This is an optimization exercise on Yosys and OpenROAD, whose aim is small area, not a production implementation. In this exercise RTL edits were held to simulation tests only and were not proved equivalent to the original. Power figures rest on the tool's default switching activity, not on a simulated workload.

<file path="flow/config.mk">
export PLATFORM = sky130hd
export DESIGN_NAME = proc_core
export DESIGN_NICKNAME = proc_core
export VERILOG_FILES = /design/flow/design.v
export SDC_FILE = /design/flow/constraint.sdc
export NUM_CORES = 4
export LEC_CHECK = 0
export CAP_MARGIN = 20
export CORE_MARGIN = 2
export CORE_UTILIZATION = 40
export CTS_CLUSTER_DIAMETER = 80
export CTS_CLUSTER_SIZE = 30
export PLACE_DENSITY = 0.6
export SLEW_MARGIN = 20
export SYNTH_HIERARCHICAL = 1
</file>
<file path="flow/constraint.sdc">
create_clock -name core_clock -period 6.3 [get_ports {clk}]
set_input_delay 1.2600 -clock core_clock [delete_from_list [all_inputs] [get_ports {clk}]]
set_output_delay 1.2600 -clock core_clock [all_outputs]
set_load 0.01 [all_outputs]
</file>
<file path="flow/design.v">
package core_pkg;
    localparam int OPND_W = 8;
    localparam int PSUM_W = 32;
    typedef logic signed [OPND_W-1:0] opnd_t;
    typedef logic signed [PSUM_W-1:0] psum_t;
endpackage
package ctrl_pkg;
    typedef enum logic [1:0] {
        EXEC_IDLE,
        EXEC_ACC,
        EXEC_TAIL,
        EXEC_DONE
    } exec_state_t;
    typedef enum logic [1:0] {
        STORE_IDLE,
        STORE_POP,
        STORE_FINISH
    } store_state_t;
endpackage
`timescale 1ns/1ns
module operand_buf #(
    parameter int WIDTH = 32,
    parameter int DEPTH = 16
) (
    input  logic             clk,
    input  logic             rst_n,
    input  logic             i_valid,
    input  logic [WIDTH-1:0] i_data,
    input  logic             i_last,
    output logic             o_load_done,
    input  logic [DEPTH-1:0] i_rd_sel,
    output logic [WIDTH-1:0] o_rd_data
);
    logic [WIDTH-1:0] mem [DEPTH];
    logic [3:0]       wr_addr;
    always_ff @(posedge clk) begin
        if (!rst_n) begin
            wr_addr     <= '0;
            o_load_done <= 1'b0;
        end else begin
            o_load_done <= i_valid & i_last;
            if (i_valid) begin
                wr_addr <= i_last ? 4'd0 : wr_addr + 4'd1;
            end
        end
    end
    always_ff @(posedge clk) begin
        if (i_valid) begin
            mem[wr_addr] <= i_data;
        end
    end
    logic [WIDTH-1:0] rd_mux;
    always_comb begin
        rd_mux = '0;
        for (int i = 0; i < DEPTH; i++) begin
            rd_mux = rd_mux | (mem[i] & {WIDTH{i_rd_sel[i]}});
        end
    end
    always_ff @(posedge clk) begin
        o_rd_data <= rd_mux;
    end
endmodule
`timescale 1ns/1ns
module exec_ctrl (
    input  logic        clk,
    input  logic        rst_n,
    input  logic        i_exec_start,
    input  logic [7:0]  i_depth,
    output logic [15:0] o_rd_sel,
    output logic        o_acc_en,
    output logic        o_exec_done
);
    ctrl_pkg::exec_state_t state;
    logic [15:0]           ksel;    
    logic [15:0]           kfirst;
    logic [15:0]           rsel;
    logic [1:0]            tail;
    always_comb begin
        for (int i = 0; i < 16; i++) begin
            kfirst[i] = (i_depth == 8'(i + 1));
        end
        kfirst[0]  = kfirst[0] | (i_depth == 8'd0);
        kfirst[15] = kfirst[15] | (i_depth > 8'd16);
    end
    assign rsel        = i_exec_start ? kfirst : ksel;
    assign o_rd_sel    = rst_n ? rsel : 16'd0;
    assign o_exec_done = (state == ctrl_pkg::EXEC_DONE);
    always_ff @(posedge clk) begin
        if (!rst_n) begin
            state <= ctrl_pkg::EXEC_IDLE;
            ksel     <= '0;
            tail     <= '0;
            o_acc_en <= 1'b0;
        end else begin
            ksel     <= rsel >> 1;
            o_acc_en <= |rsel;
            case (state)
                ctrl_pkg::EXEC_ACC: begin
                    tail <= '0;
                    if (ksel[0]) state <= ctrl_pkg::EXEC_TAIL;
                end
                ctrl_pkg::EXEC_TAIL: begin
                    tail <= tail + 2'd1;
                    if (tail == 2'd3) state <= ctrl_pkg::EXEC_DONE;
                end
                default: begin
                    if (i_exec_start) begin
                        state <= kfirst[0] ? ctrl_pkg::EXEC_TAIL : ctrl_pkg::EXEC_ACC;
                    end else begin
                        state <= ctrl_pkg::EXEC_IDLE;
                    end
                    tail <= '0;
                end
            endcase
        end
    end
endmodule
`timescale 1ns/1ns
module mac_fa (
    input  logic a,
    input  logic b,
    input  logic c,
    output logic s,
    output logic co
);
    assign s  = a ^ b ^ c;
    assign co = (a & b) | (c & (a ^ b));
endmodule
module mac_ha (
    input  logic a,
    input  logic b,
    output logic s,
    output logic co
);
    assign s  = a ^ b;
    assign co = a & b;
endmodule
module mac_cell (
    input  logic        clk,
    input  logic        i_clr,
    input  logic        en,
    input  logic [7:0]  x,
    input  logic [7:0]  xn,
    input  logic [7:0]  y,
    input  logic [7:0]  yn,
    output logic [31:0] o_acc
);
    logic [15:0] lo;
    logic [15:0] hi;
    logic        inc;      
    logic        dec;      
    logic        cr;       
    logic        hcr;      
    logic p1;
    assign p1 = ~(xn[0] | yn[0]);
    logic p2;
    assign p2 = ~(xn[0] | yn[1]);
    logic p3;
    assign p3 = ~(xn[0] | yn[2]);
    logic p4;
    assign p4 = ~(xn[0] | yn[3]);
    logic p5;
    assign p5 = ~(xn[0] | yn[4]);
    logic p6;
    assign p6 = ~(xn[0] | yn[5]);
    logic p7;
    assign p7 = ~(xn[0] | yn[6]);
    logic p8;
    assign p8 = en & ~(x[0] & y[7]);
    logic p9;
    assign p9 = ~(xn[1] | yn[0]);
    logic p10;
    assign p10 = ~(xn[1] | yn[1]);
    logic p11;
    assign p11 = ~(xn[1] | yn[2]);
    logic p12;
    assign p12 = ~(xn[1] | yn[3]);
    logic p13;
    assign p13 = ~(xn[1] | yn[4]);
    logic p14;
    assign p14 = ~(xn[1] | yn[5]);
    logic p15;
    assign p15 = ~(xn[1] | yn[6]);
    logic p16;
    assign p16 = en & ~(x[1] & y[7]);
    logic p17;
    assign p17 = ~(xn[2] | yn[0]);
    logic p18;
    assign p18 = ~(xn[2] | yn[1]);
    logic p19;
    assign p19 = ~(xn[2] | yn[2]);
    logic p20;
    assign p20 = ~(xn[2] | yn[3]);
    logic p21;
    assign p21 = ~(xn[2] | yn[4]);
    logic p22;
    assign p22 = ~(xn[2] | yn[5]);
    logic p23;
    assign p23 = ~(xn[2] | yn[6]);
    logic p24;
    assign p24 = en & ~(x[2] & y[7]);
    logic p25;
    assign p25 = ~(xn[3] | yn[0]);
    logic p26;
    assign p26 = ~(xn[3] | yn[1]);
    logic p27;
    assign p27 = ~(xn[3] | yn[2]);
    logic p28;
    assign p28 = ~(xn[3] | yn[3]);
    logic p29;
    assign p29 = ~(xn[3] | yn[4]);
    logic p30;
    assign p30 = ~(xn[3] | yn[5]);
    logic p31;
    assign p31 = ~(xn[3] | yn[6]);
    logic p32;
    assign p32 = en & ~(x[3] & y[7]);
    logic p33;
    assign p33 = ~(xn[4] | yn[0]);
    logic p34;
    assign p34 = ~(xn[4] | yn[1]);
    logic p35;
    assign p35 = ~(xn[4] | yn[2]);
    logic p36;
    assign p36 = ~(xn[4] | yn[3]);
    logic p37;
    assign p37 = ~(xn[4] | yn[4]);
    logic p38;
    assign p38 = ~(xn[4] | yn[5]);
    logic p39;
    assign p39 = ~(xn[4] | yn[6]);
    logic p40;
    assign p40 = en & ~(x[4] & y[7]);
    logic p41;
    assign p41 = ~(xn[5] | yn[0]);
    logic p42;
    assign p42 = ~(xn[5] | yn[1]);
    logic p43;
    assign p43 = ~(xn[5] | yn[2]);
    logic p44;
    assign p44 = ~(xn[5] | yn[3]);
    logic p45;
    assign p45 = ~(xn[5] | yn[4]);
    logic p46;
    assign p46 = ~(xn[5] | yn[5]);
    logic p47;
    assign p47 = ~(xn[5] | yn[6]);
    logic p48;
    assign p48 = en & ~(x[5] & y[7]);
    logic p49;
    assign p49 = ~(xn[6] | yn[0]);
    logic p50;
    assign p50 = ~(xn[6] | yn[1]);
    logic p51;
    assign p51 = ~(xn[6] | yn[2]);
    logic p52;
    assign p52 = ~(xn[6] | yn[3]);
    logic p53;
    assign p53 = ~(xn[6] | yn[4]);
    logic p54;
    assign p54 = ~(xn[6] | yn[5]);
    logic p55;
    assign p55 = ~(xn[6] | yn[6]);
    logic p56;
    assign p56 = en & ~(x[6] & y[7]);
    logic p57;
    assign p57 = en & ~(x[7] & y[0]);
    logic p58;
    assign p58 = en & ~(x[7] & y[1]);
    logic p59;
    assign p59 = en & ~(x[7] & y[2]);
    logic p60;
    assign p60 = en & ~(x[7] & y[3]);
    logic p61;
    assign p61 = en & ~(x[7] & y[4]);
    logic p62;
    assign p62 = en & ~(x[7] & y[5]);
    logic p63;
    assign p63 = en & ~(x[7] & y[6]);
    logic p64;
    assign p64 = ~(xn[7] | yn[7]);
    logic s65;
    logic c66;
    mac_fa u_fa1 (.a(lo[1]), .b(p2), .c(p9), .s(s65), .co(c66));
    logic s67;
    logic c68;
    mac_fa u_fa2 (.a(lo[2]), .b(p3), .c(p10), .s(s67), .co(c68));
    logic s69;
    logic c70;
    mac_fa u_fa3 (.a(p17), .b(c66), .c(s67), .s(s69), .co(c70));
    logic s71;
    logic c72;
    mac_fa u_fa4 (.a(lo[3]), .b(p4), .c(p11), .s(s71), .co(c72));
    logic s73;
    logic c74;
    mac_fa u_fa5 (.a(p18), .b(p25), .c(c68), .s(s73), .co(c74));
    logic s75;
    logic c76;
    mac_fa u_fa6 (.a(s71), .b(s73), .c(c70), .s(s75), .co(c76));
    logic s77;
    logic c78;
    mac_fa u_fa7 (.a(lo[4]), .b(p5), .c(p12), .s(s77), .co(c78));
    logic s79;
    logic c80;
    mac_fa u_fa8 (.a(p19), .b(p26), .c(p33), .s(s79), .co(c80));
    logic s81;
    logic c82;
    mac_fa u_fa9 (.a(c72), .b(s77), .c(s79), .s(s81), .co(c82));
    logic s83;
    logic c84;
    mac_fa u_fa10 (.a(c74), .b(s81), .c(c76), .s(s83), .co(c84));
    logic s85;
    logic c86;
    mac_fa u_fa11 (.a(lo[5]), .b(p6), .c(p13), .s(s85), .co(c86));
    logic s87;
    logic c88;
    mac_fa u_fa12 (.a(p20), .b(p27), .c(p34), .s(s87), .co(c88));
    logic s89;
    logic c90;
    mac_fa u_fa13 (.a(p41), .b(c78), .c(c80), .s(s89), .co(c90));
    logic s91;
    logic c92;
    mac_fa u_fa14 (.a(s85), .b(s87), .c(c82), .s(s91), .co(c92));
    logic s93;
    logic c94;
    mac_fa u_fa15 (.a(s89), .b(s91), .c(c84), .s(s93), .co(c94));
    logic s95;
    logic c96;
    mac_fa u_fa16 (.a(lo[6]), .b(p7), .c(p14), .s(s95), .co(c96));
    logic s97;
    logic c98;
    mac_fa u_fa17 (.a(p21), .b(p28), .c(p35), .s(s97), .co(c98));
    logic s99;
    logic c100;
    mac_fa u_fa18 (.a(p42), .b(p49), .c(c86), .s(s99), .co(c100));
    logic s101;
    logic c102;
    mac_fa u_fa19 (.a(c88), .b(s95), .c(s97), .s(s101), .co(c102));
    logic s103;
    logic c104;
    mac_fa u_fa20 (.a(s99), .b(c90), .c(s101), .s(s103), .co(c104));
    logic s105;
    logic c106;
    mac_fa u_fa21 (.a(c92), .b(s103), .c(c94), .s(s105), .co(c106));
    logic s107;
    logic c108;
    mac_fa u_fa22 (.a(lo[7]), .b(p8), .c(p15), .s(s107), .co(c108));
    logic s109;
    logic c110;
    mac_fa u_fa23 (.a(p22), .b(p29), .c(p36), .s(s109), .co(c110));
    logic s111;
    logic c112;
    mac_fa u_fa24 (.a(p43), .b(p50), .c(p57), .s(s111), .co(c112));
    logic s113;
    logic c114;
    mac_fa u_fa25 (.a(c96), .b(c98), .c(s107), .s(s113), .co(c114));
    logic s115;
    logic c116;
    mac_fa u_fa26 (.a(s109), .b(s111), .c(c100), .s(s115), .co(c116));
    logic s117;
    logic c118;
    mac_fa u_fa27 (.a(c102), .b(s113), .c(s115), .s(s117), .co(c118));
    logic s119;
    logic c120;
    mac_fa u_fa28 (.a(c104), .b(s117), .c(c106), .s(s119), .co(c120));
    logic s121;
    logic c122;
    mac_fa u_fa29 (.a(lo[8]), .b(en), .c(p16), .s(s121), .co(c122));
    logic s123;
    logic c124;
    mac_fa u_fa30 (.a(p23), .b(p30), .c(p37), .s(s123), .co(c124));
    logic s125;
    logic c126;
    mac_fa u_fa31 (.a(p44), .b(p51), .c(p58), .s(s125), .co(c126));
    logic s127;
    logic c128;
    mac_fa u_fa32 (.a(s121), .b(c108), .c(c110), .s(s127), .co(c128));
    logic s129;
    logic c130;
    mac_fa u_fa33 (.a(c112), .b(s123), .c(s125), .s(s129), .co(c130));
    logic s131;
    logic c132;
    mac_fa u_fa34 (.a(c114), .b(s127), .c(s129), .s(s131), .co(c132));
    logic s133;
    logic c134;
    mac_fa u_fa35 (.a(c116), .b(s131), .c(c118), .s(s133), .co(c134));
    logic s135;
    logic c136;
    mac_fa u_fa36 (.a(lo[9]), .b(p24), .c(p31), .s(s135), .co(c136));
    logic s137;
    logic c138;
    mac_fa u_fa37 (.a(p38), .b(p45), .c(p52), .s(s137), .co(c138));
    logic s139;
    logic c140;
    mac_fa u_fa38 (.a(p59), .b(c122), .c(c124), .s(s139), .co(c140));
    logic s141;
    logic c142;
    mac_fa u_fa39 (.a(c126), .b(s135), .c(s137), .s(s141), .co(c142));
    logic s143;
    logic c144;
    mac_fa u_fa40 (.a(c128), .b(s139), .c(c130), .s(s143), .co(c144));
    logic s145;
    logic c146;
    mac_fa u_fa41 (.a(s141), .b(c132), .c(s143), .s(s145), .co(c146));
    logic s147;
    logic c148;
    mac_fa u_fa42 (.a(lo[10]), .b(p32), .c(p39), .s(s147), .co(c148));
    logic s149;
    logic c150;
    mac_fa u_fa43 (.a(p46), .b(p53), .c(p60), .s(s149), .co(c150));
    logic s151;
    logic c152;
    mac_fa u_fa44 (.a(c136), .b(c138), .c(s147), .s(s151), .co(c152));
    logic s153;
    logic c154;
    mac_fa u_fa45 (.a(s149), .b(c140), .c(c142), .s(s153), .co(c154));
    logic s155;
    logic c156;
    mac_fa u_fa46 (.a(s151), .b(c144), .c(s153), .s(s155), .co(c156));
    logic s157;
    logic c158;
    mac_fa u_fa47 (.a(lo[11]), .b(p40), .c(p47), .s(s157), .co(c158));
    logic s159;
    logic c160;
    mac_fa u_fa48 (.a(p54), .b(p61), .c(c148), .s(s159), .co(c160));
    logic s161;
    logic c162;
    mac_fa u_fa49 (.a(c150), .b(s157), .c(s159), .s(s161), .co(c162));
    logic s163;
    logic c164;
    mac_fa u_fa50 (.a(c152), .b(s161), .c(c154), .s(s163), .co(c164));
    logic s165;
    logic c166;
    mac_fa u_fa51 (.a(lo[12]), .b(p48), .c(p55), .s(s165), .co(c166));
    logic s167;
    logic c168;
    mac_fa u_fa52 (.a(p62), .b(c158), .c(s165), .s(s167), .co(c168));
    logic s169;
    logic c170;
    mac_fa u_fa53 (.a(c160), .b(s167), .c(c162), .s(s169), .co(c170));
    logic s171;
    logic c172;
    mac_fa u_fa54 (.a(lo[13]), .b(p56), .c(p63), .s(s171), .co(c172));
    logic s173;
    logic c174;
    mac_fa u_fa55 (.a(c166), .b(s171), .c(c168), .s(s173), .co(c174));
    logic s175;
    logic c176;
    mac_fa u_fa56 (.a(lo[14]), .b(p64), .c(c172), .s(s175), .co(c176));
    logic s177;
    logic c178;
    mac_fa u_fa57 (.a(lo[15]), .b(en), .c(c176), .s(s177), .co(c178));
    logic [15:0] lo_nx;
    logic [16:0] rc;
    mac_ha u_rha1 (.a(lo[0]), .b(p1), .s(lo_nx[0]), .co(rc[1]));
    mac_ha u_rha2 (.a(s65), .b(rc[1]), .s(lo_nx[1]), .co(rc[2]));
    mac_ha u_rha3 (.a(s69), .b(rc[2]), .s(lo_nx[2]), .co(rc[3]));
    mac_ha u_rha4 (.a(s75), .b(rc[3]), .s(lo_nx[3]), .co(rc[4]));
    mac_ha u_rha5 (.a(s83), .b(rc[4]), .s(lo_nx[4]), .co(rc[5]));
    mac_ha u_rha6 (.a(s93), .b(rc[5]), .s(lo_nx[5]), .co(rc[6]));
    mac_ha u_rha7 (.a(s105), .b(rc[6]), .s(lo_nx[6]), .co(rc[7]));
    mac_ha u_rha8 (.a(s119), .b(rc[7]), .s(lo_nx[7]), .co(rc[8]));
    mac_fa u_rfa9 (.a(s133), .b(c120), .c(rc[8]), .s(lo_nx[8]), .co(rc[9]));
    mac_fa u_rfa10 (.a(s145), .b(c134), .c(rc[9]), .s(lo_nx[9]), .co(rc[10]));
    mac_fa u_rfa11 (.a(c146), .b(s155), .c(rc[10]), .s(lo_nx[10]), .co(rc[11]));
    mac_fa u_rfa12 (.a(c156), .b(s163), .c(cr), .s(lo_nx[11]), .co(rc[12]));
    mac_fa u_rfa13 (.a(s169), .b(c164), .c(rc[12]), .s(lo_nx[12]), .co(rc[13]));
    mac_fa u_rfa14 (.a(s173), .b(c170), .c(rc[13]), .s(lo_nx[13]), .co(rc[14]));
    mac_fa u_rfa15 (.a(s175), .b(c174), .c(rc[14]), .s(lo_nx[14]), .co(rc[15]));
    mac_ha u_rha16 (.a(s177), .b(rc[15]), .s(lo_nx[15]), .co(rc[16]));
    assign rc[0] = 1'b0;
    logic c16_two, c16_one, c16_none;
    assign c16_two  = c178 & rc[16];
    assign c16_one  = c178 ^ rc[16];
    assign c16_none = ~(c178 | rc[16]);
    logic [15:0] hi_nx;
    logic [16:0] hc;
    mac_fa u_rfa17 (.a(hi[0]), .b(dec), .c(inc), .s(hi_nx[0]), .co(hc[1]));
    mac_fa u_rfa18 (.a(hi[1]), .b(dec), .c(hc[1]), .s(hi_nx[1]), .co(hc[2]));
    mac_fa u_rfa19 (.a(hi[2]), .b(dec), .c(hc[2]), .s(hi_nx[2]), .co(hc[3]));
    mac_fa u_rfa20 (.a(hi[3]), .b(dec), .c(hc[3]), .s(hi_nx[3]), .co(hc[4]));
    mac_fa u_rfa21 (.a(hi[4]), .b(dec), .c(hc[4]), .s(hi_nx[4]), .co(hc[5]));
    mac_fa u_rfa22 (.a(hi[5]), .b(dec), .c(hc[5]), .s(hi_nx[5]), .co(hc[6]));
    mac_fa u_rfa23 (.a(hi[6]), .b(dec), .c(hc[6]), .s(hi_nx[6]), .co(hc[7]));
    mac_fa u_rfa24 (.a(hi[7]), .b(dec), .c(hc[7]), .s(hi_nx[7]), .co(hc[8]));
    mac_fa u_rfa25 (.a(hi[8]), .b(dec), .c(hcr), .s(hi_nx[8]), .co(hc[9]));
    mac_fa u_rfa26 (.a(hi[9]), .b(dec), .c(hc[9]), .s(hi_nx[9]), .co(hc[10]));
    mac_fa u_rfa27 (.a(hi[10]), .b(dec), .c(hc[10]), .s(hi_nx[10]), .co(hc[11]));
    mac_fa u_rfa28 (.a(hi[11]), .b(dec), .c(hc[11]), .s(hi_nx[11]), .co(hc[12]));
    mac_fa u_rfa29 (.a(hi[12]), .b(dec), .c(hc[12]), .s(hi_nx[12]), .co(hc[13]));
    mac_fa u_rfa30 (.a(hi[13]), .b(dec), .c(hc[13]), .s(hi_nx[13]), .co(hc[14]));
    mac_fa u_rfa31 (.a(hi[14]), .b(dec), .c(hc[14]), .s(hi_nx[14]), .co(hc[15]));
    mac_fa u_rfa32 (.a(hi[15]), .b(dec), .c(hc[15]), .s(hi_nx[15]), .co(hc[16]));
    assign hc[0] = 1'b0;
    always_ff @(posedge clk) begin
        if (i_clr) begin
            lo  <= '0;
            hi  <= '0;
            inc <= 1'b0;
            dec <= 1'b0;
            cr  <= 1'b0;
            hcr <= 1'b0;
        end else begin
            lo  <= lo_nx;
            hi  <= hi_nx;
            inc <= en ? c16_two : c16_one;
            dec <= en & c16_none;
            cr  <= rc[11];
            hcr <= hc[8];
        end
    end
    assign o_acc = {hi, lo};
endmodule
module mac_array #(
    parameter int ROWS = 4,
    parameter int COLS = 4
) (
    input  logic                             clk,
    input  logic                             rst_n,
    input  logic                             i_clr,
    input  logic                             i_acc_en,
    input  logic [ROWS*core_pkg::OPND_W-1:0] i_x,
    input  logic [COLS*core_pkg::OPND_W-1:0] i_y,
    output logic [ROWS-1:0][COLS*core_pkg::PSUM_W-1:0] o_acc
);
    for (genvar r = 0; r < ROWS; r++) begin : g_row
        for (genvar c = 0; c < COLS; c++) begin : g_col
            mac_cell u_cell (
                .clk  (clk),
                .i_clr(~rst_n | i_clr),
                .en   (i_acc_en),
                .x    (i_x[8*r +: 8]),
                .xn   (~i_x[8*r +: 8]),
                .y    (i_y[8*c +: 8]),
                .yn   (~i_y[8*c +: 8]),
                .o_acc(o_acc[r][32*c +: 32])
            );
        end
    end
endmodule
`timescale 1ns/1ns
module sync_fifo #(
    parameter int WIDTH = 128,
    parameter int DEPTH = 8
) (
    input  logic                  clk,
    input  logic                  rst_n,
    input  logic                  i_exec_start,
    input  logic [3:0][WIDTH-1:0] i_acc,
    input  logic                  i_wr,
    input  logic                  i_rd,
    output logic [WIDTH-1:0]      o_dout,
    output logic                  o_last,
    output logic                  o_empty,
    output logic                  o_full
);
    logic [3:0][WIDTH-1:0] slot [3];
    logic [3:0]            count;
    logic [1:0]            hd_word;    
    logic [1:0]            hd_id;      
    logic [1:0]            hd_slot;    
    logic [1:0]            acc_id;     
    logic [1:0]            acc_slot;   
    logic [1:0]            hd_word_nx, hd_id_nx, hd_slot_nx, acc_id_nx, acc_slot_nx;
    logic [3:0][3:0]       sel;        
    logic [3:0][3:0]       sel_nx;
    logic                  do_rd;
    assign do_rd   = i_rd & ~o_empty;
    assign o_empty = (count == 4'd0);
    assign o_full  = count[3];
    assign o_last  = (hd_word == 2'd3);
    always_comb begin
        hd_word_nx  = hd_word;
        hd_id_nx    = hd_id;
        hd_slot_nx  = hd_slot;
        acc_id_nx   = acc_id;
        acc_slot_nx = acc_slot;
        if (do_rd) begin
            hd_word_nx = hd_word + 2'd1;
            if (hd_word == 2'd3) begin
                hd_id_nx   = hd_id + 2'd1;
                hd_slot_nx = (hd_slot == 2'd2) ? 2'd0 : hd_slot + 2'd1;
            end
        end
        if (i_exec_start) begin
            acc_id_nx   = acc_id + 2'd1;
            acc_slot_nx = (acc_slot == 2'd2) ? 2'd0 : acc_slot + 2'd1;
        end
        for (int s = 0; s < 4; s++) begin
            for (int w = 0; w < 4; w++) begin
                if (s == 3) begin
                    sel_nx[s][w] = (hd_id_nx == acc_id_nx) && (hd_word_nx == 2'(w));
                end else begin
                    sel_nx[s][w] = (hd_id_nx != acc_id_nx) && (hd_slot_nx == 2'(s)) && (hd_word_nx == 2'(w));
                end
            end
        end
    end
    always_ff @(posedge clk) begin
        if (!rst_n) begin
            count    <= '0;
            hd_word  <= '0;
            hd_id    <= '0;
            hd_slot  <= '0;
            acc_id   <= 2'd3;
            acc_slot <= 2'd2;
            sel      <= '0;
        end else begin
            count    <= count + 4'(i_wr) - 4'(do_rd);
            hd_word  <= hd_word_nx;
            hd_id    <= hd_id_nx;
            hd_slot  <= hd_slot_nx;
            acc_id   <= acc_id_nx;
            acc_slot <= acc_slot_nx;
            sel      <= sel_nx;
        end
    end
    always_ff @(posedge clk) begin
        if (i_exec_start) begin
            slot[acc_slot] <= i_acc;
        end
    end
    always_comb begin
        o_dout = '0;
        for (int w = 0; w < 4; w++) begin
            for (int s = 0; s < 3; s++) begin
                o_dout = o_dout | (slot[s][w] & {WIDTH{sel[s][w]}});
            end
            o_dout = o_dout | (i_acc[w] & {WIDTH{sel[3][w]}});
        end
    end
endmodule
`timescale 1ns/1ns
module store_ctrl (
    input  logic clk,
    input  logic rst_n,
    input  logic i_store_start,
    input  logic i_out_full,
    output logic o_out_wr,
    output logic o_store_done
);
    ctrl_pkg::store_state_t state;
    logic [1:0]             word;
    assign o_out_wr     = (state == ctrl_pkg::STORE_POP) & ~i_out_full;
    assign o_store_done = (state == ctrl_pkg::STORE_FINISH);
    always_ff @(posedge clk) begin
        if (!rst_n) begin
            state <= ctrl_pkg::STORE_IDLE;
            word  <= '0;
        end else begin
            case (state)
                ctrl_pkg::STORE_IDLE: begin
                    if (i_store_start) begin
                        state <= ctrl_pkg::STORE_POP;
                        word  <= '0;
                    end
                end
                ctrl_pkg::STORE_POP: begin
                    if (o_out_wr) begin
                        word <= word + 2'd1;
                        if (word == 2'd3) state <= ctrl_pkg::STORE_FINISH;
                    end
                end
                default: state <= ctrl_pkg::STORE_IDLE;
            endcase
        end
    end
endmodule
`timescale 1ns/1ns
module proc_core #(
    parameter int TAPU_NUM       = 2,
    parameter int ROWS           = 2,
    parameter int COLS           = 4,
    parameter int BUF_DEPTH      = 16,
    parameter int RES_FIFO_DEPTH = 4,
    parameter int OUT_FIFO_DEPTH = 8
) (
    input  logic                              clk,
    input  logic                              rst_n,
    input  logic                              i_x_valid,
    output logic                              o_x_ready,
    input  logic [TAPU_NUM*ROWS*core_pkg::OPND_W-1:0]   i_x_data,
    input  logic                              i_x_last,
    input  logic                              i_y_valid,
    output logic                              o_y_ready,
    input  logic [COLS*core_pkg::OPND_W-1:0]            i_y_data,
    input  logic                              i_y_last,
    output logic                              o_loadx_done,
    output logic                              o_loady_done,
    input  logic                              i_exec_start,
    input  logic                              i_psu_clr,
    input  logic [7:0]                        i_depth,
    output logic                              o_exec_done,
    input  logic                              i_store_start,
    output logic                              o_store_done,
    output logic                              o_m_valid,
    input  logic                              i_m_ready,
    output logic [COLS*core_pkg::PSUM_W-1:0]            o_m_data,
    output logic                              o_m_last
);
    localparam int NROW  = TAPU_NUM * ROWS;
    localparam int X_W   = NROW * core_pkg::OPND_W;
    localparam int Y_W   = COLS * core_pkg::OPND_W;
    localparam int RES_W = COLS * core_pkg::PSUM_W;
    logic [X_W-1:0]             x_rd_data;
    logic [Y_W-1:0]             y_rd_data;
    logic [BUF_DEPTH-1:0]       rd_sel;
    logic                       acc_en;
    logic [NROW-1:0][RES_W-1:0] acc;
    logic                       out_full;
    logic                       out_empty;
    logic                       out_wr;
    assign o_x_ready = 1'b1;
    assign o_y_ready = 1'b1;
    operand_buf #(
        .WIDTH(X_W),
        .DEPTH(BUF_DEPTH)
    ) x_buf (
        .clk        (clk),
        .rst_n      (rst_n),
        .i_valid    (i_x_valid),
        .i_data     (i_x_data),
        .i_last     (i_x_last),
        .o_load_done(o_loadx_done),
        .i_rd_sel   (rd_sel),
        .o_rd_data  (x_rd_data)
    );
    operand_buf #(
        .WIDTH(Y_W),
        .DEPTH(BUF_DEPTH)
    ) y_buf (
        .clk        (clk),
        .rst_n      (rst_n),
        .i_valid    (i_y_valid),
        .i_data     (i_y_data),
        .i_last     (i_y_last),
        .o_load_done(o_loady_done),
        .i_rd_sel   (rd_sel),
        .o_rd_data  (y_rd_data)
    );
    exec_ctrl u_exec_ctrl (
        .clk         (clk),
        .rst_n       (rst_n),
        .i_exec_start(i_exec_start),
        .i_depth     (i_depth),
        .o_rd_sel    (rd_sel),
        .o_acc_en    (acc_en),
        .o_exec_done (o_exec_done)
    );
    mac_array #(
        .ROWS(NROW),
        .COLS(COLS)
    ) u_mac (
        .clk     (clk),
        .rst_n   (rst_n),
        .i_clr   (i_exec_start & i_psu_clr),
        .i_acc_en(acc_en),
        .i_x     (x_rd_data),
        .i_y     (y_rd_data),
        .o_acc   (acc)
    );
    store_ctrl u_store_ctrl (
        .clk          (clk),
        .rst_n        (rst_n),
        .i_store_start(i_store_start),
        .i_out_full   (out_full),
        .o_out_wr     (out_wr),
        .o_store_done (o_store_done)
    );
    sync_fifo #(
        .WIDTH(RES_W),
        .DEPTH(OUT_FIFO_DEPTH)
    ) u_out_fifo (
        .clk         (clk),
        .rst_n       (rst_n),
        .i_exec_start(i_exec_start),
        .i_acc       (acc),
        .i_wr        (out_wr),
        .i_rd        (i_m_ready),
        .o_dout      (o_m_data),
        .o_last      (o_m_last),
        .o_empty     (out_empty),
        .o_full      (out_full)
    );
    assign o_m_valid = ~out_empty;
endmodule
</file>
<file path="flow/run.sh">
#!/bin/bash
# synth_recipe.tcl (not shown) runs the flow's synth.tcl, then flattens the netlist and writes it again
# the make line also repeats each setting of config.mk as NAME=value (left out here)
make -C /OpenROAD-flow-scripts/flow DESIGN_CONFIG=/design/flow/config.mk WORK_HOME=/design/flow/orfs CLKGATE_MAP_FILE= SYNTH_SCRIPT=/design/flow/synth_recipe.tcl finish
</file>
==> results of run 1 <==
==> synth_stat cells (5+ instances only) <==
| master | count |
|---|---|
| sky130_fd_sc_hd__a21boi_2 | 32 |
| sky130_fd_sc_hd__and3_1 | 15 |
| sky130_fd_sc_hd__a22o_1 | 764 |
| sky130_fd_sc_hd__nor3b_1 | 6 |
| sky130_fd_sc_hd__buf_4 | 6 |
| sky130_fd_sc_hd__xnor2_1 | 6 |
| sky130_fd_sc_hd__buf_2 | 54 |
| sky130_fd_sc_hd__edfxtp_1 | 2560 |
| sky130_fd_sc_hd__and2_1 | 54 |
| sky130_fd_sc_hd__a21oi_1 | 14 |
| sky130_fd_sc_hd__nand4_1 | 193 |
| sky130_fd_sc_hd__ha_1 | 195 |
| sky130_fd_sc_hd__a31oi_1 | 6 |
| sky130_fd_sc_hd__nor3_1 | 17 |
| sky130_fd_sc_hd__a21boi_1 | 114 |
| sky130_fd_sc_hd__mux2i_1 | 18 |
| sky130_fd_sc_hd__a221oi_1 | 764 |
| sky130_fd_sc_hd__nand2b_1 | 9 |
| sky130_fd_sc_hd__inv_1 | 130 |
| sky130_fd_sc_hd__o21ai_0 | 10 |
| sky130_fd_sc_hd__a21boi_0 | 81 |
| sky130_fd_sc_hd__nor2_1 | 853 |
| sky130_fd_sc_hd__clkbuf_1 | 250 |
| sky130_fd_sc_hd__nand3_1 | 10 |
| sky130_fd_sc_hd__o22ai_1 | 11 |
| sky130_fd_sc_hd__nand2_1 | 35 |
| sky130_fd_sc_hd__dfxtp_1 | 704 |
| sky130_fd_sc_hd__buf_1 | 25 |
| sky130_fd_sc_hd__nand3b_1 | 6 |
| sky130_fd_sc_hd__buf_6 | 65 |
| sky130_fd_sc_hd__a221oi_2 | 5 |
| sky130_fd_sc_hd__fa_1 | 1281 |
| sky130_fd_sc_hd__nor2b_1 | 555 |
==> through the flow <==
step | cell area (um2) | hold WS [ns]
after floorplan | 147000 | 0.396
after global placement | 156000 | 0.407
after detailed placement | 156000 | 0.430
after CTS | 162000 | 0.445
after global routing | 162000 | 0.457
final | 162000 | 0.442
==> worst paths after layout <==
check	start	to	slack, ns
setup / recovery	u_exec_ctrl.o_acc_en$_SDFF_PN0_	u_mac.g_row[0].g_col[3].u_cell.inc$_SDFF_PP0_	0.33
hold / removal	u_exec_ctrl.tail[0]$_SDFF_PN0_	u_exec_ctrl.tail[0]$_SDFF_PN0_	0.44
setup reg to reg	u_exec_ctrl.o_acc_en$_SDFF_PN0_	u_mac.g_row[0].g_col[3].u_cell.inc$_SDFF_PP0_	0.33
hold reg to reg	u_exec_ctrl.tail[0]$_SDFF_PN0_	u_exec_ctrl.tail[0]$_SDFF_PN0_	0.44
==> worst max-delay path, stage by stage, from the launching register on <==
cell and delay (ns):
sky130_fd_sc_hd__dfxtp_4 0.87, sky130_fd_sc_hd__buf_12 0.25, sky130_fd_sc_hd__buf_4 0.19, sky130_fd_sc_hd__a21boi_1 0.25, sky130_fd_sc_hd__fa_1 0.48, sky130_fd_sc_hd__fa_1 0.43
sky130_fd_sc_hd__fa_1 0.48, sky130_fd_sc_hd__fa_1 0.41, sky130_fd_sc_hd__fa_1 0.45, sky130_fd_sc_hd__fa_1 0.39, sky130_fd_sc_hd__fa_1 0.49, sky130_fd_sc_hd__fa_1 0.43
sky130_fd_sc_hd__ha_1 0.21, sky130_fd_sc_hd__inv_1 0.06, sky130_fd_sc_hd__ha_1 0.22, sky130_fd_sc_hd__mux2i_1 0.15, sky130_fd_sc_hd__nor2_1 0.08
==> power groups by stage <==
stage | registers [mW] | logic (mW) | clock network, mW
after global routing | 26.9 | 10.4 | 14.1
after global placement | 27.1 | 9.13 | 0
after detailed placement | 27.2 | 9.33 | 0
after floorplan | 26.3 | 5.71 | 0
final | 26.7 | 9.34 | 13.2
after CTS | 26.7 | 9.44 | 13.5
==> area by class of cell <==
type | count | share of cell area (%)
antenna | 13 | 0.0201
clock buffer | 203 | 2.71
clock inverter | 98 | 0.863
inverter | 131 | 0.306
multi-input combinational | 5099 | 32.7
sequential | 3264 | 56.1
tap | 4816 | 3.72
timing repair buffer | 533 | 3.50
==> cell families (layout without fill, tap and decap cells) <==
kind of cell / Yosys count / in the layout / share of synthesized area (%)
other: 1 / 15 / 0.00256
XOR/XNOR: 10 / 10 / 0.0598
AND/OR/NAND/NOR: 1775 / 1775 / 6.09
flip-flops: 3264 / 3264 / 62.1
AO/OA/AOI/OAI: 1816 / 1816 / 10.7
multiplexers: 20 / 20 / 0.138
buffers and inverters: 532 / 965 / 1.77
adder cells (fa/ha/maj): 1476 / 1476 / 19.2
==> routing by layer <==
| layer | track usage, % | part of all wire (%) | vias up |
|---|---|---|---|
| met3 | 4.30 | 8.1 | 641 |
| met2 | 37.9 | 48 | 3718 |
| met1 | 31.7 | 41 | 44898 |
| li1 | - | - | 34491 |
| met5 | 0 | 0.074 | - |
| met4 | 7.47 | 3.5 | 50 |
==> sequential cells by signal (all words and copies together) (netlist names), 32 cells and up <==
register	flops
u_out_fifo.slot	1536
x_buf.mem	512
y_buf.mem	512
u_mac.g_row.g_col.u_cell.hi	256
u_mac.g_row.g_col.u_cell.lo	256
x_buf.o_rd_data	32
y_buf.o_rd_data	32
==> per-module statistics from Yosys (local to each module, per instance), a selection <==
module / flops+latches / cells / copies in the design / area, um2
exec_ctrl: 20 / 130 / 1 / 1060
mac_cell: 36 / 146 / 16 / 1310
mac_fa: 0 / 1 / 1280 / 20.0
mac_ha: 0 / 1 / 144 / 12.5
proc_core: 0 / 5 / 1 / 28.8
store_ctrl: 4 / 22 / 1 / 198
==> layout by cell type (no fill, tap or decap), types with 31 or more instances in the layout <==
cell | Yosys | final
sky130_fd_sc_hd__ha_1 | 195 | 195
sky130_fd_sc_hd__fa_1 | 1281 | 1281
sky130_fd_sc_hd__nor2b_1 | 555 | 555
sky130_fd_sc_hd__clkbuf_16 | 0 | 169
sky130_fd_sc_hd__a22o_1 | 764 | 764
sky130_fd_sc_hd__nand4_1 | 193 | 193
sky130_fd_sc_hd__inv_1 | 130 | 130
sky130_fd_sc_hd__clkdlybuf4s50_1 | 0 | 213
sky130_fd_sc_hd__edfxtp_1 | 2560 | 2560
sky130_fd_sc_hd__dfxtp_1 | 704 | 687
sky130_fd_sc_hd__buf_4 | 6 | 226
sky130_fd_sc_hd__a21boi_1 | 114 | 114
sky130_fd_sc_hd__buf_12 | 0 | 92
sky130_fd_sc_hd__clkbuf_1 | 250 | 31
sky130_fd_sc_hd__a21boi_2 | 32 | 32
sky130_fd_sc_hd__a221oi_1 | 764 | 764
sky130_fd_sc_hd__nand2_1 | 35 | 35
sky130_fd_sc_hd__nor2_1 | 853 | 849
sky130_fd_sc_hd__a21boi_0 | 81 | 81
==> load_flow_metrics.sql, run 1 <==
INSERT INTO impl_metrics (metric_group, metric, value, unit) VALUES
('status', 'run_status', 'complete, no violations', ''),
('floorplanning', 'chipWidth', '609', 'um'),
('power_and_ir_drop', 'design_power_total', '49.3', 'mW'),
('final_layout', 'multiInputGateArea', '0.0531', 'mm2'),
('drt', 'routed_wire_length_per_instance', '30.8', 'um'),
('clock_network', 'post_cts.resized_instances', '0', ''),
('sta', 'slew_violations', '0', ''),
('sta', 'maxClockFrequency', '0.167', 'GHz'),
('placement', 'placed_cells_incl_taps', '13842', ''),
('power_and_ir_drop', 'p_switching', '14.7', 'mW'),
('placement', 'routabilityCongestion', '0.877', ''),
('final_layout', 'final-instance-count-excl-fill', '14157', ''),
('power_and_ir_drop', 'combPwrFrac', '19.0', '%'),
('final_layout', 'post_layout_utilization_of_the_core', '44.4', '%'),
('drt', 'detail_route.wirelength', '437', 'mm'),
('clock_network', 'clk-insertion-delay-late', '0.98', 'ns'),
('clock_network', 'clockRootBuffer', 'sky130_fd_sc_hd__clkbuf_16', ''),
('clock_network', 'cts_tree', 'built', ''),
('global_route', 'antenna_found_initial', '53', ''),
('critical_path', 'crit_path_start_kind', 'register', ''),
('sta', 'finalCriticalPeriod', '5.97', 'ns'),
('job', 'drv.max_cap_violation_count', '0', ''),
('critical_path', 'crit_fanout', '57', ''),
('drt', 'vias', '83798', ''),
('sta', 'grt_setup_unrepaired', 'no', ''),
('power_and_ir_drop', 'sw_frac_of_total', '29.9', '%'),
('floorplanning', 'die_h', '609', 'um'),
('clock_network', 'clk_path_buf_depth', '4', ''),
('clock_network', 'clk_transition_reported_paths', '0.11', 'ns'),
('global_route', 'overflow', '0', ''),
('sta', 'finalSetupViolations', '0', ''),
('sta', 'worst_pin_slew', '1.16', 'ns'),
('final_layout', 'area_growth_syn_to_layout', '10.7', '%'),
('yosys', 'edff_count_synth', '2560', ''),
('drt', 'routed_antenna_nets', '0', ''),
('yosys', 'syn_inst', '8894', ''),
('global_route', 'grt_pass1_wl', '632', 'mm'),
('placement', 'dp_worst_setup_slack', '0.329', 'ns'),
('yosys', 'netlist-cell-type-count', '60', ''),
('drt', 'drt_pass1_iterations', '6', ''),
('floorplanning', 'core-area', '0.365', 'mm2'),
('final_layout', 'fillerInstances', '31562', ''),
('yosys', 'yosys_warnings', '11', ''),
('global_route', 'grt_pass1_vias', '86529', ''),
('yosys', 'synth_top_area_cell', 'sky130_fd_sc_hd__edfxtp_1', ''),
('final_layout', 'seq_area', '0.0910', 'mm2'),
('critical_path', 'crit_type', 'register to register', ''),
('clock_network', 'tritoncts_num_sinks', '3264', ''),
('power_and_ir_drop', 'irDropWorstVdd', '0.000312', 'V'),
('power_and_ir_drop', 'power_frac_clock', '26.9', '%'),
('global_route', 'grt_start_max_net_pins', '100', ''),
('clock_network', 'tritoncts.num_buffers', '164', ''),
('drt', 'route.detailed.vias_per_inst', '5.92', ''),
('sta', 'timing.final.ws_setup', '0.328', 'ns'),
('final_layout', 'nets_finish', '10751', ''),
('final_layout', 'drive_gt1_share', '7.70', '%'),
('power_and_ir_drop', 'pwr_density_cell', '304', 'mW/mm2'),
('yosys', 'post_synth_instance_area', '0.147', 'mm2'),
('clock_network', 'postCtsSetupRepairBufs', '0', ''),
('critical_path', 'data_arrival_time_of_the_critical_path', '6.79', 'ns'),
('critical_path', 'r2r.worst_path.cells', '16', ''),
('yosys', 'synth_seq_area_share', '62.1', '%'),
('yosys', 'yosysTopAreaCellShare', '52.5', '%'),
('yosys', 'dominantRegCellSynth', 'sky130_fd_sc_hd__edfxtp_1', ''),
('hold_path', 'timing.hold.worst.class', 'register to register', ''),
('drt', 'post-route-drc-count', '0', ''),
('floorplanning', 'ioPinCount', '218', ''),
('critical_path', 'end_kind', 'register', ''),
('yosys', 'number_of_synthesized_register_bits', '3264', ''),
('power_and_ir_drop', 'p_leak', '58.6', 'nW'),
('clock_network', 'cts-hold-fix-buffers', '0', '');
==> inputs of run 2 (changes only) <==
--- a/flow/config.mk
+++ b/flow/config.mk
@@ -8,8 +8,8 @@
 export CAP_MARGIN = 20
 export CORE_MARGIN = 2
 export CORE_UTILIZATION = 40
-export CTS_CLUSTER_DIAMETER = 80
-export CTS_CLUSTER_SIZE = 30
+export CTS_CLUSTER_DIAMETER = 100
+export CTS_CLUSTER_SIZE = 24
 export PLACE_DENSITY = 0.6
 export SLEW_MARGIN = 20
 export SYNTH_HIERARCHICAL = 1
==> load_flow_metrics.sql, run 2 <==
INSERT INTO impl_metrics (metric_group, metric, value, unit) VALUES
('status', 'run_status', 'complete, no violations', ''),
('floorplanning', 'die_footprint', '0.371', 'mm2'),
('final_layout', 'largest_reg_flops', '1536', ''),
('drt', 'routed_wire_length_per_instance', '30.8', 'um'),
('yosys', 'post_synthesis_mean_instance_area', '16.5', 'um2'),
('final_layout', 'final_cell_mix', '2560 x sky130_fd_sc_hd__edfxtp_1, 1281 x sky130_fd_sc_hd__fa_1, 849 x sky130_fd_sc_hd__nor2_1', ''),
('final_layout', 'layout.cell_area.non_filler', '0.162', 'mm2'),
('critical_path', 'data_arrival_time_of_the_critical_path', '6.77', 'ns'),
('floorplanning', 'chipWidth', '609', 'um'),
('critical_path', 'end_kind', 'register', ''),
('global_route', 'grt_pass1_vias', '86710', ''),
('power_and_ir_drop', 'sw_frac_of_total', '29.3', '%'),
('drt', 'detail_route.wirelength', '436', 'mm'),
('sta', 'grt_setup_unrepaired', 'no', ''),
('placement', 'port_buffers', '215', ''),
('sta', 'final.setup.tns', '0', 'ns'),
('power_and_ir_drop', 'pwr_density_cell', '300', 'mW/mm2'),
('floorplanning', 'ioPinCount', '218', ''),
('clock_network', 'htree_levels', '4', ''),
('critical_path', 'critical_path_required', '7.09', 'ns'),
('critical_path', 'r2r_setup_slack', '0.32', 'ns'),
('final_layout', 'post_layout_utilization_of_the_core', '44.2', '%'),
('critical_path', 'crit_fanout', '57', ''),
('yosys', 'dominantRegCellSynth', 'sky130_fd_sc_hd__edfxtp_1', ''),
('floorplanning', 'floorplan.rows', '222', ''),
('yosys', 'yosys_warnings', '11', ''),
('yosys', 'syn_inst', '8894', ''),
('global_route', 'antenna_found_initial', '51', ''),
('power_and_ir_drop', 'power.internal', '34.3', 'mW'),
('final_layout', 'largest_register', 'u_out_fifo.slot', ''),
('sta', 'slew_violations', '0', ''),
('global_route', 'grt_start_max_net_pins', '100', ''),
('clock_network', 'clk-insertion-delay-late', '0.97', 'ns'),
('clock_network', 'clockRootBuffer', 'sky130_fd_sc_hd__clkbuf_16', ''),
('critical_path', 'worstSetupEndpoint', 'u_mac.g_row[0].g_col[3].u_cell.inc$_SDFF_PP0_', ''),
('yosys', 'netlist-cell-type-count', '60', ''),
('yosys', 'edff_count_synth', '2560', ''),
('final_layout', 'nets_finish', '10757', ''),
('power_and_ir_drop', 'combPwrFrac', '19.2', '%'),
('yosys', 'asyncSetResetFlopFracSynth', '0', '%'),
('drt', 'drt_pass1_iterations', '6', ''),
('power_and_ir_drop', 'p_leak', '58.3', 'nW'),
('critical_path', 'crit_path_start_kind', 'register', ''),
('yosys', 'yosysTopAreaCellShare', '52.5', '%'),
('global_route', 'overflow', '0', ''),
('yosys', 'synth_area_leaders', 'sky130_fd_sc_hd__edfxtp_1 52%, sky130_fd_sc_hd__fa_1 18%, sky130_fd_sc_hd__dfxtp_1 9.6%, sky130_fd_sc_hd__a221oi_1 4.6%, sky130_fd_sc_hd__a22o_1 4.6%', ''),
('clock_network', 'tritoncts_num_sinks', '3264', ''),
('power_and_ir_drop', 'power_frac_seq', '55.1', '%'),
('placement', 'post-dp-hpwl', '276', 'mm'),
('job', 'drv.max_cap_violation_count', '0', ''),
('drt', 'routed_antenna_nets', '0', ''),
('power_and_ir_drop', 'power_frac_clock', '25.7', '%'),
('global_route', 'grt.total_usage', '23.3', '%'),
('critical_path', 'worst_r2r_endpoint', 'u_mac.g_row[0].g_col[3].u_cell.inc$_SDFF_PP0_', ''),
('clock_network', 'clk_path_buf_depth', '4', ''),
('yosys', 'post_synth_instance_area', '0.147', 'mm2'),
('global_route', 'grt_pass1_wl', '632', 'mm'),
('final_layout', 'fillerInstances', '31646', ''),
('clock_network', 'post_cts.resized_instances', '0', ''),
('critical_path', 'crit_start', 'u_exec_ctrl.o_acc_en$_SDFF_PN0_', ''),
('critical_path', 'reg2reg_start', 'u_exec_ctrl.o_acc_en$_SDFF_PN0_', ''),
('final_layout', 'area_growth_syn_to_layout', '10.3', '%'),
('yosys', 'synth_seq_area_share', '62.1', '%'),
('placement', 'dpl-instance-area', '0.156', 'mm2'),
('drt', 'detailedRoute.firstIterationViolations', '8451', ''),
('floorplanning', 'die_h', '609', 'um'),
('yosys', 'post-synth-top-count-cell', 'sky130_fd_sc_hd__edfxtp_1', ''),
('power_and_ir_drop', 'p_switching', '14.2', 'mW'),
('floorplanning', 'core-area', '0.365', 'mm2'),
('clock_network', 'tritoncts.num_buffers', '168', ''),
('drt', 'post-route-drc-count', '0', ''),
('yosys', 'synthTopCellsByCount', '2560 x sky130_fd_sc_hd__edfxtp_1, 1281 x sky130_fd_sc_hd__fa_1, 853 x sky130_fd_sc_hd__nor2_1', ''),
('sta', 'finalSetupViolations', '0', ''),
('final_layout', 'mostFrequentLayoutCell', 'sky130_fd_sc_hd__edfxtp_1', ''),
('final_layout', 'largest_registers', 'u_out_fifo.slot: 1536 flops, x_buf.mem: 512 flops, y_buf.mem: 512 flops', ''),
('hold_path', 'timing.hold.worst.class', 'register to register', ''),
('sta', 'finalClockSkew', '0.0742', 'ns'),
('sta', 'timing_hold_violations_final', '0', ''),
('sta', 'slew_headroom', '23.9', '%'),
('critical_path', 'crit_type', 'register to register', ''),
('sta', 'worst_pin_slew', '1.14', 'ns'),
('yosys', 'number_of_synthesized_register_bits', '3264', ''),
('final_layout', 'drive_gt1_share', '7.00', '%'),
('hold_path', 'holdCritStartpoint', 'u_exec_ctrl.tail[0]$_SDFF_PN0_', ''),
('drt', 'route.detailed.vias_per_inst', '5.91', ''),
('sta', 'finalCriticalPeriod', '5.98', 'ns'),
('clock_network', 'cts-hold-fix-buffers', '0', ''),
('drt', 'vias', '83718', ''),
('clock_network', 'postCtsSetupRepairBufs', '0', ''),
('power_and_ir_drop', 'irDropWorstVdd', '0.000205', 'V'),
('yosys', 'synth_top_area_cell', 'sky130_fd_sc_hd__edfxtp_1', ''),
('sta', 'fin_crit_sh', '94.9', '%'),
('sta', 'maxClockFrequency', '0.167', 'GHz'),
('placement', 'routabilityCongestion', '0.877', ''),
('floorplanning', 'start_util', '40.1', '%'),
('critical_path', 'r2r.worst_path.cells', '17', ''),
('clock_network', 'cts_tree', 'built', ''),
('clock_network', 'clk_transition_reported_paths', '0.10', 'ns');
## run 2: cell count changes in the layout (fill, tap and decap cells not counted), sizes merged
| cell | previous run | this run |
|---|---|---|
| buf | 320 | 322 |
| bufinv | 6 | 1 |
| clkbuf | 203 | 273 |
| clkinv | 47 | 16 |
| clkinvlp | 7 | 0 |
| diode | 13 | 21 |
| inv | 169 | 145 |
## run 2: cells by family after synthesis
logic type      share of synthesized area [%]
flops                                    62.1
compound gates                           10.7
simple gates                             6.09
fa+ha+maj                                19.2
buf+inv                                  1.77
mux                                     0.138
xor+xnor                               0.0598
other cells                           0.00256
## run 2: routing by layer
metal	track usage (%)	vias up	share of wire, %	wire length (um)
met2	37.9	3601	48	208000
met1	31.6	44955	41	177000
li1	-	34469	-	-
met3	4.42	643	8.1	35500
met4	7.40	50	3.6	15600
met5	0	-	0.072	312
## run 2: layout make-up
cell class,count,area [um2],area share [%]
Multi-Input combinational cell,5099,53100,32.9
Timing Repair Buffer,535,5720,3.54
Sequential cell,3264,91000,56.4
Tap cell,4816,6030,3.73
Antenna cell,21,52.6,0.0325
Clock inverter,31,442,0.273
Inverter,131,497,0.307
Clock buffer,273,4680,2.90
## run 2: worst min path at each step
stage / end / slack [ns] / cells past startpoint
finish: u_exec_ctrl.tail[0]$_SDFF_PN0_ / 0.44 / 1
detailed placement: u_exec_ctrl.tail[0]$_SDFF_PN0_ / 0.43 / 1
global placement: u_exec_ctrl.tail[0]$_SDFF_PN0_ / 0.41 / 1
CTS: u_exec_ctrl.tail[0]$_SDFF_PN0_ / 0.44 / 1
floorplan: u_exec_ctrl.tail[0]$_SDFF_PN0_ / 0.40 / 1
global route: u_exec_ctrl.tail[0]$_SDFF_PN0_ / 0.45 / 1
## run 2: power groups by stage
| stage | combinational (mW) | clock, mW | sequential (mW) |
|---|---|---|---|
| after floorplan | 5.71 | 0 | 26.3 |
| after global placement | 9.13 | 0 | 27.1 |
| after detailed placement | 9.33 | 0 | 27.2 |
| after CTS | 9.42 | 12.7 | 26.7 |
| final | 9.32 | 12.5 | 26.7 |
| after global routing | 10.4 | 13.4 | 26.9 |
## run 2: metrics by stage
stage	hold WS (ns)	power, mW	setup slack, ns	cells
after floorplan	0.396	32.0	-8.48	8895
after global placement	0.407	36.2	0.415	13842
after detailed placement	0.430	36.5	0.329	13842
after CTS	0.442	48.8	0.298	14146
after global routing	0.454	50.6	0.103	14152
final	0.439	48.5	0.320	14170
## run 2: critical path, cell delays in order (launching register included)
cell                       delay [ns]
sky130_fd_sc_hd__dfxtp_4         0.85
sky130_fd_sc_hd__buf_12          0.25
sky130_fd_sc_hd__buf_4           0.19
sky130_fd_sc_hd__buf_4           0.17
sky130_fd_sc_hd__a21boi_1        0.19
sky130_fd_sc_hd__fa_1            0.46
sky130_fd_sc_hd__fa_1            0.39
sky130_fd_sc_hd__fa_1            0.40
sky130_fd_sc_hd__fa_1            0.43
sky130_fd_sc_hd__fa_1            0.45
sky130_fd_sc_hd__fa_1            0.39
sky130_fd_sc_hd__fa_1            0.49
sky130_fd_sc_hd__fa_1            0.42
sky130_fd_sc_hd__ha_1            0.21
sky130_fd_sc_hd__inv_1           0.06
sky130_fd_sc_hd__ha_1            0.22
sky130_fd_sc_hd__mux2i_1         0.15
sky130_fd_sc_hd__nor2_1          0.08
## run 2: per-module statistics from Yosys, one instance, submodules excluded, excerpt
module	cell area [um2]	flip-flops and latches	cells	copies in the design
exec_ctrl	1060	20	130	1
mac_cell	1310	36	146	16
mac_fa	20.0	0	1	1280
mac_ha	12.5	0	1	144
proc_core	28.8	0	5	1
store_ctrl	198	4	22	1

## what the ideal ports hide
How much do the figures lean on ideal ports? The routed layouts below were timed once more, with nothing changed but the port constraints.
Step 1 assumes that a clkbuf_16 drives the clock port and a buf_2 every other input.
Step 2 adds t to the input delays and takes it off the output delays; t is the mean of the earliest and latest rising clock arrival at the registers after step 1. Input paths then give back, and output paths get back, about the clock's delay inside the block.
a / b / c = ideal / step 1 / step 2; a / b = the first two.
run | t, ns | setup slack, ns | pins driven straight from the clock port
run 1 | 1.024 | 0.328 / 0.328 / 0.328 | 1
run 2 | 1.012 | 0.320 / 0.320 / 0.320 | 1
After both steps setup and hold are still met in every run listed.
